This is an optimization exercise on Yosys and OpenROAD, whose aim is a short achievable clock period and few clock cycles per item, not a production implementation.
Only simulation tests tie the RTL to the original design; equivalence was not proved.
Power and IR drop assume default switching activity.

### design.v
`default_nettype none
package ooo_pkg;
    localparam int DATA_WIDTH  = 16;             
    localparam int NUM_REGS    = 8;              
    localparam int REG_IDX_W   = 3;
    localparam int ROB_DEPTH   = 8;              
    localparam int TAG_W       = 3;
    localparam int ROB_CNT_W   = TAG_W + 1;      
    localparam int RS_DEPTH    = 4;
    localparam int RS_IDX_W    = 2;
    localparam int MUL_LATENCY = 3;              
    localparam logic [2:0] OP_LI  = 3'd0;
    localparam logic [2:0] OP_ADD = 3'd1;
    localparam logic [2:0] OP_SUB = 3'd2;
    localparam logic [2:0] OP_AND = 3'd3;
    localparam logic [2:0] OP_OR  = 3'd4;
    localparam logic [2:0] OP_XOR = 3'd5;
    localparam logic [2:0] OP_MUL = 3'd6;
    typedef struct packed {
        logic [2:0]            op;
        logic [REG_IDX_W-1:0]  rd;
        logic [REG_IDX_W-1:0]  rs1;
        logic [REG_IDX_W-1:0]  rs2;
        logic [DATA_WIDTH-1:0] imm;              
    } inst_t;
    typedef struct packed {
        logic                  ready;
        logic [TAG_W-1:0]      tag;
        logic [DATA_WIDTH-1:0] value;
    } operand_t;
    typedef struct packed {
        logic                  valid;
        logic [2:0]            op;
        logic [TAG_W-1:0]      tag;              
        logic [DATA_WIDTH-1:0] a;
        logic [DATA_WIDTH-1:0] b;
    } issue_t;
    typedef struct packed {
        logic                  valid;
        logic [TAG_W-1:0]      tag;
        logic [DATA_WIDTH-1:0] value;
    } cdb_t;
    typedef struct packed {
        logic [REG_IDX_W-1:0]  rd;
        logic [DATA_WIDTH-1:0] data;
    } commit_t;
endpackage
`default_nettype wire
`timescale 1ns/1ps
`default_nettype none
module dispatch (
    input  logic                           clock,
    input  logic                           reset,
    input  logic                           inst_valid,
    input  ooo_pkg::inst_t                 inst,
    output logic                           inst_ready,
    input  logic [ooo_pkg::TAG_W-1:0]      rob_tail_tag,    
    input  logic                           rob_full,
    input  logic                           rs_full,
    input  logic                           lookup_done_a,
    input  logic                           lookup_done_b,
    input  logic [ooo_pkg::DATA_WIDTH-1:0] lookup_value_a,
    input  logic [ooo_pkg::DATA_WIDTH-1:0] lookup_value_b,
    input  ooo_pkg::cdb_t                  cdb,
    input  logic                           commit_valid,
    input  ooo_pkg::commit_t               commit,
    input  logic [ooo_pkg::TAG_W-1:0]      commit_tag,
    output logic                           rs_write,
    output logic [2:0]                     rs_op,
    output ooo_pkg::operand_t              rs_src_a,
    output ooo_pkg::operand_t              rs_src_b,
    output logic [ooo_pkg::TAG_W-1:0]      rs_tag,
    output logic                           rob_alloc,
    output logic [ooo_pkg::REG_IDX_W-1:0]  rob_alloc_rd,
    output logic [ooo_pkg::TAG_W-1:0]      lookup_tag_a,
    output logic [ooo_pkg::TAG_W-1:0]      lookup_tag_b
);
    localparam int DATA_WIDTH = ooo_pkg::DATA_WIDTH;
    localparam int TAG_W      = ooo_pkg::TAG_W;
    localparam int NUM_REGS   = ooo_pkg::NUM_REGS;
    logic [DATA_WIDTH-1:0] regs  [NUM_REGS];   
    logic [TAG_W-1:0]      owner [NUM_REGS];   
    logic [NUM_REGS-1:0]   busy;
    logic                  accept_en;           
    logic                  accept;
    assign inst_ready   = accept_en && !rob_full && !rs_full;
    assign accept       = inst_valid && inst_ready;
    assign rs_write     = accept;
    assign rob_alloc    = accept;
    assign rob_alloc_rd = inst.rd;
    assign rs_op        = inst.op;
    assign rs_tag       = rob_tail_tag;
    assign lookup_tag_a = owner[inst.rs1];
    assign lookup_tag_b = owner[inst.rs2];
    always_comb begin
        rs_src_a.ready = 1'b1;
        rs_src_a.tag   = owner[inst.rs1];
        rs_src_a.value = regs[inst.rs1];
        if (busy[inst.rs1]) begin
            if (lookup_done_a) begin
                rs_src_a.value = lookup_value_a;             
            end else if (cdb.valid && cdb.tag == owner[inst.rs1]) begin
                rs_src_a.value = cdb.value;                  
            end else begin
                rs_src_a.ready = 1'b0;                       
            end
        end
        rs_src_b.ready = 1'b1;
        rs_src_b.tag   = owner[inst.rs2];
        rs_src_b.value = regs[inst.rs2];
        if (busy[inst.rs2]) begin
            if (lookup_done_b) begin
                rs_src_b.value = lookup_value_b;
            end else if (cdb.valid && cdb.tag == owner[inst.rs2]) begin
                rs_src_b.value = cdb.value;
            end else begin
                rs_src_b.ready = 1'b0;
            end
        end
        if (inst.op == ooo_pkg::OP_LI) begin                
            rs_src_a.ready = 1'b1;
            rs_src_a.tag   = '0;
            rs_src_a.value = inst.imm;
            rs_src_b.ready = 1'b1;
            rs_src_b.tag   = '0;
            rs_src_b.value = '0;
        end
    end
    always_ff @(posedge clock) begin
        if (reset) begin
            accept_en <= 1'b0;
            busy      <= '0;
            for (int i = 0; i < NUM_REGS; i++) begin
                regs[i]  <= '0;
                owner[i] <= '0;
            end
        end else begin
            accept_en <= 1'b1;
            if (commit_valid) begin
                regs[commit.rd] <= commit.data;
                if (owner[commit.rd] == commit_tag) busy[commit.rd] <= 1'b0;
            end
            if (accept) begin                        
                busy[inst.rd]  <= 1'b1;
                owner[inst.rd] <= rob_tail_tag;
            end
        end
    end
endmodule
`default_nettype wire
`timescale 1ns/1ps
`default_nettype none
module reservation_station (
    input  logic                      clock,
    input  logic                      reset,
    input  logic                      rs_write,
    input  logic [2:0]                rs_op,
    input  ooo_pkg::operand_t         rs_src_a,
    input  ooo_pkg::operand_t         rs_src_b,
    input  logic [ooo_pkg::TAG_W-1:0] rs_tag,
    input  ooo_pkg::cdb_t             cdb,
    input  logic                      alu_ready,
    output logic                      rs_full,
    output ooo_pkg::issue_t           alu_issue,
    output ooo_pkg::issue_t           mul_issue
);
    localparam int RS_DEPTH = ooo_pkg::RS_DEPTH;
    localparam int RS_IDX_W = ooo_pkg::RS_IDX_W;
    localparam int TAG_W    = ooo_pkg::TAG_W;
    logic [RS_DEPTH-1:0] ent_valid;
    logic [2:0]          ent_op  [RS_DEPTH];
    logic [TAG_W-1:0]    ent_tag [RS_DEPTH];
    localparam int DATA_WIDTH = ooo_pkg::DATA_WIDTH;
    logic [RS_DEPTH-1:0]   ent_a_ready;
    logic [TAG_W-1:0]      ent_a_tag   [RS_DEPTH];
    logic [DATA_WIDTH-1:0] ent_a_value [RS_DEPTH];
    logic [RS_DEPTH-1:0]   ent_b_ready;
    logic [TAG_W-1:0]      ent_b_tag   [RS_DEPTH];
    logic [DATA_WIDTH-1:0] ent_b_value [RS_DEPTH];
    logic                alu_hit;
    logic                mul_hit;
    logic [RS_IDX_W-1:0] alu_idx;
    logic [RS_IDX_W-1:0] mul_idx;
    logic [RS_IDX_W-1:0] free_idx;
    assign rs_full = &ent_valid;
    always_comb begin
        alu_hit  = 1'b0;
        mul_hit  = 1'b0;
        alu_idx  = '0;
        mul_idx  = '0;
        free_idx = '0;
        for (int i = RS_DEPTH - 1; i >= 0; i--) begin   
            if (!ent_valid[i]) free_idx = RS_IDX_W'(i);
            if (ent_valid[i] && ent_a_ready[i] && ent_b_ready[i]) begin
                if (ent_op[i] == ooo_pkg::OP_MUL) begin
                    mul_hit = 1'b1;
                    mul_idx = RS_IDX_W'(i);
                end else begin
                    alu_hit = 1'b1;
                    alu_idx = RS_IDX_W'(i);
                end
            end
        end
    end
    always_comb begin
        alu_issue.valid = alu_hit && alu_ready;
        alu_issue.op    = ent_op[alu_idx];
        alu_issue.tag   = ent_tag[alu_idx];
        alu_issue.a     = ent_a_value[alu_idx];
        alu_issue.b     = ent_b_value[alu_idx];
        mul_issue.valid = mul_hit;                       
        mul_issue.op    = ent_op[mul_idx];
        mul_issue.tag   = ent_tag[mul_idx];
        mul_issue.a     = ent_a_value[mul_idx];
        mul_issue.b     = ent_b_value[mul_idx];
    end
    always_ff @(posedge clock) begin
        if (reset) begin
            ent_valid <= '0;
        end else begin
            if (alu_issue.valid) ent_valid[alu_idx] <= 1'b0;    
            if (mul_issue.valid) ent_valid[mul_idx] <= 1'b0;
            if (rs_write)        ent_valid[free_idx] <= 1'b1;   
        end
    end
    always_ff @(posedge clock) begin
        for (int i = 0; i < RS_DEPTH; i++) begin
            if (!ent_a_ready[i] && cdb.valid && cdb.tag == ent_a_tag[i]) begin
                ent_a_ready[i] <= 1'b1;
                ent_a_value[i] <= cdb.value;
            end
            if (!ent_b_ready[i] && cdb.valid && cdb.tag == ent_b_tag[i]) begin
                ent_b_ready[i] <= 1'b1;
                ent_b_value[i] <= cdb.value;
            end
        end
        if (rs_write) begin
            ent_op[free_idx]  <= rs_op;
            ent_tag[free_idx] <= rs_tag;
            ent_a_ready[free_idx] <= rs_src_a.ready;   
            ent_a_tag[free_idx]   <= rs_src_a.tag;
            ent_a_value[free_idx] <= rs_src_a.value;
            ent_b_ready[free_idx] <= rs_src_b.ready;
            ent_b_tag[free_idx]   <= rs_src_b.tag;
            ent_b_value[free_idx] <= rs_src_b.value;
        end
    end
endmodule
`default_nettype wire
`timescale 1ns/1ps
`default_nettype none
module exec_units (
    input  logic            clock,
    input  logic            reset,
    input  ooo_pkg::issue_t alu_issue,
    input  ooo_pkg::issue_t mul_issue,
    output logic            alu_ready,
    output ooo_pkg::cdb_t   cdb
);
    localparam int DATA_WIDTH  = ooo_pkg::DATA_WIDTH;
    localparam int MUL_LATENCY = ooo_pkg::MUL_LATENCY;
    ooo_pkg::cdb_t         alu_res;                   
    localparam int TAG_W       = ooo_pkg::TAG_W;
    logic [MUL_LATENCY-1:0] mul_valid;
    logic [TAG_W-1:0]       mul_tag   [MUL_LATENCY];
    logic [DATA_WIDTH-1:0]  mul_value [MUL_LATENCY];
    ooo_pkg::cdb_t          mul_out;
    logic [DATA_WIDTH-1:0] alu_value;
    always_comb begin
        case (alu_issue.op)
            ooo_pkg::OP_ADD: alu_value = alu_issue.a + alu_issue.b;    
            ooo_pkg::OP_SUB: alu_value = alu_issue.a - alu_issue.b;
            ooo_pkg::OP_AND: alu_value = alu_issue.a & alu_issue.b;
            ooo_pkg::OP_OR:  alu_value = alu_issue.a | alu_issue.b;
            ooo_pkg::OP_XOR: alu_value = alu_issue.a ^ alu_issue.b;
            default:         alu_value = alu_issue.a;                  
        endcase
    end
    assign mul_out.valid = mul_valid[MUL_LATENCY-1];
    assign mul_out.tag   = mul_tag[MUL_LATENCY-1];
    assign mul_out.value = mul_value[MUL_LATENCY-1];
    assign cdb       = mul_out.valid ? mul_out : alu_res;   
    assign alu_ready = !alu_res.valid || !mul_out.valid;    
    always_ff @(posedge clock) begin
        if (reset) begin
            alu_res.valid <= 1'b0;
        end else if (alu_issue.valid) begin
            alu_res.valid <= 1'b1;
            alu_res.tag   <= alu_issue.tag;
            alu_res.value <= alu_value;
        end else if (alu_res.valid && !mul_out.valid) begin
            alu_res.valid <= 1'b0;                   
        end
    end
    always_ff @(posedge clock) begin
        if (reset) begin
            for (int i = 0; i < MUL_LATENCY; i++) begin
                mul_valid[i] <= 1'b0;
            end
        end else begin
            mul_valid[0] <= mul_issue.valid;
            mul_tag[0]   <= mul_issue.tag;
            mul_value[0] <= mul_issue.a * mul_issue.b;   
            for (int i = 1; i < MUL_LATENCY; i++) begin
                mul_valid[i] <= mul_valid[i-1];
                mul_tag[i]   <= mul_tag[i-1];
                mul_value[i] <= mul_value[i-1];
            end
        end
    end
endmodule
`default_nettype wire
`timescale 1ns/1ps
`default_nettype none
module reorder_buffer (
    input  logic                           clock,
    input  logic                           reset,
    input  logic                           rob_alloc,
    input  logic [ooo_pkg::REG_IDX_W-1:0]  rob_alloc_rd,
    input  ooo_pkg::cdb_t                  cdb,
    input  logic [ooo_pkg::TAG_W-1:0]      lookup_tag_a,
    input  logic [ooo_pkg::TAG_W-1:0]      lookup_tag_b,
    output logic [ooo_pkg::TAG_W-1:0]      rob_tail_tag,
    output logic                           rob_full,
    output logic                           lookup_done_a,
    output logic                           lookup_done_b,
    output logic [ooo_pkg::DATA_WIDTH-1:0] lookup_value_a,
    output logic [ooo_pkg::DATA_WIDTH-1:0] lookup_value_b,
    output logic                           commit_valid,
    output ooo_pkg::commit_t               commit,
    output logic [ooo_pkg::TAG_W-1:0]      commit_tag
);
    localparam int DATA_WIDTH = ooo_pkg::DATA_WIDTH;
    localparam int TAG_W      = ooo_pkg::TAG_W;
    localparam int REG_IDX_W  = ooo_pkg::REG_IDX_W;
    localparam int ROB_DEPTH  = ooo_pkg::ROB_DEPTH;
    localparam int ROB_CNT_W  = ooo_pkg::ROB_CNT_W;
    logic [TAG_W-1:0]      head;     
    logic [TAG_W-1:0]      tail;     
    logic [ROB_CNT_W-1:0]  count;
    logic [ROB_DEPTH-1:0]  done;
    logic [REG_IDX_W-1:0]  ent_rd    [ROB_DEPTH];
    logic [DATA_WIDTH-1:0] ent_value [ROB_DEPTH];
    assign rob_tail_tag = tail;
    assign rob_full     = (count == ROB_CNT_W'(ROB_DEPTH));
    assign commit_valid = (count != '0) && done[head];
    assign commit_tag   = head;
    assign commit.rd    = ent_rd[head];
    assign commit.data  = ent_value[head];
    assign lookup_done_a  = done[lookup_tag_a];
    assign lookup_done_b  = done[lookup_tag_b];
    assign lookup_value_a = ent_value[lookup_tag_a];
    assign lookup_value_b = ent_value[lookup_tag_b];
    always_ff @(posedge clock) begin
        if (reset) begin
            head  <= '0;
            tail  <= '0;
            count <= '0;
            done  <= '0;
        end else begin
            if (cdb.valid) done[cdb.tag] <= 1'b1;
            if (rob_alloc) begin
                done[tail] <= 1'b0;                  
                tail       <= tail + 1'b1;           
            end
            if (commit_valid) head <= head + 1'b1;
            case ({rob_alloc, commit_valid})
                2'b10:   count <= count + 1'b1;
                2'b01:   count <= count - 1'b1;
                default: count <= count;
            endcase
        end
    end
    always_ff @(posedge clock) begin
        if (rob_alloc) ent_rd[tail]       <= rob_alloc_rd;
        if (cdb.valid) ent_value[cdb.tag] <= cdb.value;
    end
endmodule
`default_nettype wire
`timescale 1ns/1ps
`default_nettype none
module ooo_core (
    input  logic    clock,
    input  logic    reset,
    input  logic    inst_valid,
    input  ooo_pkg::inst_t   inst,
    output logic    inst_ready,
    output logic    commit_valid,
    output ooo_pkg::commit_t commit
);
    logic                  rs_write;
    logic [2:0]                   rs_op;
    ooo_pkg::operand_t              rs_src_a;
    ooo_pkg::operand_t              rs_src_b;
    logic [ooo_pkg::TAG_W-1:0]      rs_tag;
    logic                  rs_full;
    logic                  rob_alloc;
    logic [ooo_pkg::REG_IDX_W-1:0]  rob_alloc_rd;
    logic [ooo_pkg::TAG_W-1:0]      rob_tail_tag;
    logic                  rob_full;
    logic [ooo_pkg::TAG_W-1:0]      lookup_tag_a;
    logic [ooo_pkg::TAG_W-1:0]      lookup_tag_b;
    logic                  lookup_done_a;
    logic                  lookup_done_b;
    logic [ooo_pkg::DATA_WIDTH-1:0] lookup_value_a;
    logic [ooo_pkg::DATA_WIDTH-1:0] lookup_value_b;
    ooo_pkg::issue_t                alu_issue;
    ooo_pkg::issue_t                mul_issue;
    logic                  alu_ready;
    ooo_pkg::cdb_t                  cdb;
    logic [ooo_pkg::TAG_W-1:0]      commit_tag;
    dispatch u_dispatch (
        .clock          (clock),
        .reset          (reset),
        .inst_valid     (inst_valid),
        .inst           (inst),
        .inst_ready     (inst_ready),
        .rob_tail_tag   (rob_tail_tag),
        .rob_full       (rob_full),
        .rs_full        (rs_full),
        .lookup_done_a  (lookup_done_a),
        .lookup_done_b  (lookup_done_b),
        .lookup_value_a (lookup_value_a),
        .lookup_value_b (lookup_value_b),
        .cdb            (cdb),
        .commit_valid   (commit_valid),
        .commit         (commit),
        .commit_tag     (commit_tag),
        .rs_write       (rs_write),
        .rs_op          (rs_op),
        .rs_src_a       (rs_src_a),
        .rs_src_b       (rs_src_b),
        .rs_tag         (rs_tag),
        .rob_alloc      (rob_alloc),
        .rob_alloc_rd   (rob_alloc_rd),
        .lookup_tag_a   (lookup_tag_a),
        .lookup_tag_b   (lookup_tag_b)
    );
    reservation_station u_rs (
        .clock     (clock),
        .reset     (reset),
        .rs_write  (rs_write),
        .rs_op     (rs_op),
        .rs_src_a  (rs_src_a),
        .rs_src_b  (rs_src_b),
        .rs_tag    (rs_tag),
        .cdb       (cdb),
        .alu_ready (alu_ready),
        .rs_full   (rs_full),
        .alu_issue (alu_issue),
        .mul_issue (mul_issue)
    );
    exec_units u_exec (
        .clock     (clock),
        .reset     (reset),
        .alu_issue (alu_issue),
        .mul_issue (mul_issue),
        .alu_ready (alu_ready),
        .cdb       (cdb)
    );
    reorder_buffer u_rob (
        .clock          (clock),
        .reset          (reset),
        .rob_alloc      (rob_alloc),
        .rob_alloc_rd   (rob_alloc_rd),
        .cdb            (cdb),
        .lookup_tag_a   (lookup_tag_a),
        .lookup_tag_b   (lookup_tag_b),
        .rob_tail_tag   (rob_tail_tag),
        .rob_full       (rob_full),
        .lookup_done_a  (lookup_done_a),
        .lookup_done_b  (lookup_done_b),
        .lookup_value_a (lookup_value_a),
        .lookup_value_b (lookup_value_b),
        .commit_valid   (commit_valid),
        .commit         (commit),
        .commit_tag     (commit_tag)
    );
endmodule
`default_nettype wire
`timescale 1ns/1ps
`default_nettype none
module ooo_top (
    input  logic        clock,
    input  logic        reset,
    input  logic        inst_valid,
    input  logic [2:0]  inst_op,
    input  logic [2:0]  inst_rd,
    input  logic [2:0]  inst_rs1,
    input  logic [2:0]  inst_rs2,
    input  logic [15:0] inst_imm,
    output logic        inst_ready,
    output logic        commit_valid,
    output logic [2:0]  commit_rd,
    output logic [15:0] commit_data
);
    ooo_pkg::inst_t   inst;
    ooo_pkg::commit_t commit;
    always_comb begin
        inst.op  = inst_op;
        inst.rd  = inst_rd;
        inst.rs1 = inst_rs1;
        inst.rs2 = inst_rs2;
        inst.imm = inst_imm;
    end
    assign commit_rd   = commit.rd;
    assign commit_data = commit.data;
    ooo_core u_core (
        .clock        (clock),
        .reset        (reset),
        .inst_valid   (inst_valid),
        .inst         (inst),
        .inst_ready   (inst_ready),
        .commit_valid (commit_valid),
        .commit       (commit)
    );
endmodule
`default_nettype wire
### run.sh
#!/bin/bash
# synth_recipe.tcl (not shown) runs the flow's synth.tcl, then flattens the netlist and writes it again
# the make line also repeats each setting of config.mk as NAME=value (left out here)
make -C /OpenROAD-flow-scripts/flow DESIGN_CONFIG=/design/flow/config.mk WORK_HOME=/design/flow/orfs CLKGATE_MAP_FILE= SYNTH_SCRIPT=/design/flow/synth_recipe.tcl finish
### config.mk
export PLATFORM = sky130hd
export DESIGN_NAME = ooo_top
export DESIGN_NICKNAME = ooo_top
export VERILOG_FILES = /design/flow/design.v
export SDC_FILE = /design/flow/constraint.sdc
export NUM_CORES = 4
export LEC_CHECK = 0
export CAP_MARGIN = 20
export CORE_MARGIN = 2
export CORE_UTILIZATION = 40
export SLEW_MARGIN = 20
### constraint.sdc
create_clock -name core_clock -period 8.0 [get_ports {clock}]
set_input_delay 1.6000 -clock core_clock [delete_from_list [all_inputs] [get_ports {clock}]]
set_output_delay 1.6000 -clock core_clock [all_outputs]
set_load 0.01 [all_outputs]
==> run summary <==
[where the power goes]
group / switching (mW) / leakage (nW) / internal, mW
logic: 1.22 / 8.51 / 1.01
clock network: 1.35 / 1.06 / 1.75
registers: 0.0652 / 5.66 / 3.67
[cell usage in the layout (no fill, tap or decap), types with 82 or more instances in the layout]
| cell | n |
|---|---|
| edfxtp_1 | 556 |
| mux2i_1 | 222 |
| inv_1 | 198 |
| mux4_2 | 154 |
| ha_1 | 121 |
| fa_1 | 82 |
| a21oi_1 | 237 |
| nor2_1 | 436 |
| buf_4 | 84 |
| nand2_1 | 177 |
[sequential cells by signal (all words and copies together) (netlist names), 12 cells and up, named ones only]
signal and flops:
u_core.u_dispatch.owner 24, u_core.u_rs.ent_b_value 64, u_core.u_rs.ent_b_tag 12, u_core.u_exec.alu_res 20
u_core.u_exec.mul_value 48, u_core.u_rs.ent_op 12, u_core.u_rs.ent_tag 12, u_core.u_rob.ent_value 128
u_core.u_rs.ent_a_tag 12, u_core.u_rs.ent_a_value 64, u_core.u_dispatch.regs 128, u_core.u_rob.ent_rd 24
[cell families (layout without fill, tap and decap cells)]
group,after synthesis,count (layout),synth area share
compound gates,529,529,0.0926
xor+xnor,102,102,0.0260
fa+ha+maj,203,203,0.0865
buf+inv,375,463,0.0420
mux,408,408,0.167
simple gates,849,849,0.103
flops,602,602,0.483
[final cells by class]
class	count	area, sq um
repair buffers	135	1110
multi-input cells	2091	17500
flip-flops and latches	602	17600
clock buffers	91	1890
clock inverters	32	287
fillers	8179	49500
well taps	1176	1470
inverters	205	771
[how the worst max path moves through the flow]
| stage | from | slack [ns] | endpoint |
|---|---|---|---|
| after floorplan | u_core.u_rs.ent_op[0][0] | 1.39 | u_core.u_exec.mul_value[0][15] |
| after global placement | u_core.u_rs.ent_op[0][0] | 0.83 | u_core.u_exec.mul_value[0][15] |
| after detailed placement | u_core.u_rs.ent_op[0][0] | 0.77 | u_core.u_exec.mul_value[0][15] |
| after CTS | u_core.u_rs.ent_op[0][0] | 0.74 | u_core.u_exec.mul_value[0][15] |
| after global routing | u_core.u_rs.ent_op[0][0] | 0.35 | u_core.u_exec.mul_value[0][15] |
| final | u_core.u_rs.ent_op[0][0] | 0.66 | u_core.u_exec.mul_value[0][15] |
[per-stage QoR]
step / hold WS [ns] / worst slack, ns / power, mW / cells
floorplan: 0.400 / 1.39 / 5.52 / 3068
global placement: 0.401 / 0.831 / 5.99 / 4209
detailed placement: 0.405 / 0.771 / 6.03 / 4209
CTS: 0.416 / 0.739 / 9.12 / 4332
global route: 0.424 / 0.355 / 9.54 / 4332
finish: 0.417 / 0.663 / 9.06 / 4332
[per-layer routing]
layer  global-route usage  up-vias
met5                    0        -
met4               0.0762        0
met3               0.0383      203
met2                0.373     1214
met1                0.314    12669
li1                     -    11475
[critical path, delay by kind of cell, from the launching register on]
family | cells | cell delay, ns
compound gates | 1 | 0.11
xor+xnor | 7 | 1.31
fa+ha+maj | 6 | 2.82
buf+inv | 3 | 0.35
flops | 1 | 0.43
simple gates | 5 | 2.03
==> metrics.yaml <==
syn_avg_cell_area_sq_um: 11.9
synthCells: 3068
yosys-top-cells-area: "edfxtp_1, mux4_2, mux2i_1"
yosysTopAreaCellShare: 0.458
drtIter0Drc: 2810
yosysTopAreaCell: "edfxtp_1"
synth-seq-cells: 602
synth_most_common_cell: "edfxtp_1"
layout-drive-gt1-share: 0.137
tightestPinTransition_ns: 1.15
ys.flop_type: "edfxtp_1"
diodes: 0
synthArstFlopShare: 0
met3_length_um: 9000
rrSetupSlack_ns: 0.66
synth_area_sq_um: 36500
clock_sinks: 602
reg2reg_depth: 22
fin_worst_skew_ns: 0.0336
finalInstanceArea_sq_um: 40600
drv_slew: 0
clockRootBuffer: "clkbuf_16"
die_x_um: 306
grt_pass1_wl_um: 162000
vdd_drop_max_v: 0.000321
synth_cell_types: 85
coreArea_sq_um: 90100
fmax_ghz: 0.136
final_util: 0.451
setup_violations: 0
clock_latency_ns: 0.65
arrival_ns: 7.70
ys_warn_count: 7
cp-end-kind: "flip-flop"
clockBufferDepth: 3
num_io_pins: 52
hold_buffers: 0
vias: 25561
viasPerCell: 5.90
worstPathRequired_ns: 8.37
holdPathStages: 0
synth_edf_count: 556
power_leakage_nw: 15.2
ys_seq_area_frac: 0.483
firstDrtPassIters: 8
numPortBuffers: 51
antenna_found_initial: 0
cts-htree-levels: 3
cts_buffers: 68
fin_nets: 3337
min_period_ns: 7.34
grt_use_total: 0.230
syn_to_final_growth_pct: 11.3
clk_pin_slew_ns: 0.05
cts_tree: "yes"
die_area_sq_um: 93600
grt_pass1_vias: 25267
rsz0062_at_grt: "false"
fin_crit_sh: 0.917
fp-row-count: 110
tns_ns: 0
final_hold_viol_count: 0
met1_length_um: 44700
start_util: 0.405
hold_start: "u_core.u_exec.mul_value[1][12]"
met2_wirelength_um: 50500
die_h_um: 306
dr.max_layer_used: "met4"
cap_violations: 0
gp_congestion: 0.946
grt_max_degree: 63
worst_path_max_delay_cell: "nor3_1"
dpl.hpwl_um: 74200
criticalPathCategory: "flip-flop to flip-flop"
rr_startpoint: "u_core.u_rs.ent_op[0][0]"
reg2reg_to: "u_core.u_exec.mul_value[0][15]"
ant_nets: 0
slew_headroom: 0.228
power_density_nw_per_um2: 223
hp-class: "flip-flop to flip-flop"
cpPeakStageDelay_ns: 0.74
cpMostUsedCell: "fa_1"
drc_errors: 0
path_cells: "nand3b_1 -> or2_1 -> nand3_4 -> buf_4 -> o22ai_1 -> nor3_1 -> nand2_1 -> fa_1 -> inv_1 -> fa_1 -> inv_1 -> fa_1 -> fa_1 -> fa_1 -> fa_1 -> xor2_1 -> xnor2_1 -> xnor2_1 -> xnor2_1 -> xnor2_1 -> xnor2_1 -> xnor3_1"
synth_fp_nets: 3302
wl_per_cell_um: 24.8
netlist_top_cells_count: "edfxtp_1, nor2_1, a21oi_1"
min_to: "u_core.u_exec.mul_value[2][12]"
dpl_cell_area_sq_um: 38400
drt-total-wl_um: 108000
overflow: 0
ctsResizeCount: 0
post_cts_buffers: 0
status: "timing/DRC/antenna clean"
cp-start-kind: "flip-flop"
crit_fanout: 20
Testbench counts, summed over its fixed seeds: cycles 28,591, insts 24,000.

[what the ideal ports hide]
How much do the figures lean on ideal ports? The routed layout below was timed once more, with nothing changed but the port constraints.
Step 1 (the two cells are an assumption about what drives the block):
set clk [get_ports {clock}]
set_driving_cell -lib_cell sky130_fd_sc_hd__clkbuf_16 $clk
set_driving_cell -lib_cell sky130_fd_sc_hd__buf_2 [delete_from_list [all_inputs] $clk]
Step 2 moves the port delays by t, midway between the first and last clock arrival at a register: inputs arrive t later, outputs are due t later. That takes back most of the time a late clock gives input paths.
a / b / c = ideal / step 1 / step 2; a / b = the first two.
shift t [ns]: 0.706
setup WS [ns]: 0.663 / 0.663 / 0.663
slew at the worst register clock pin (ns): 0.06 / 0.06
After both steps setup and hold are still met in this run. For this run, drivers alone change the setup slack by 0.000 ns; drivers and shift together by 0.000 ns.
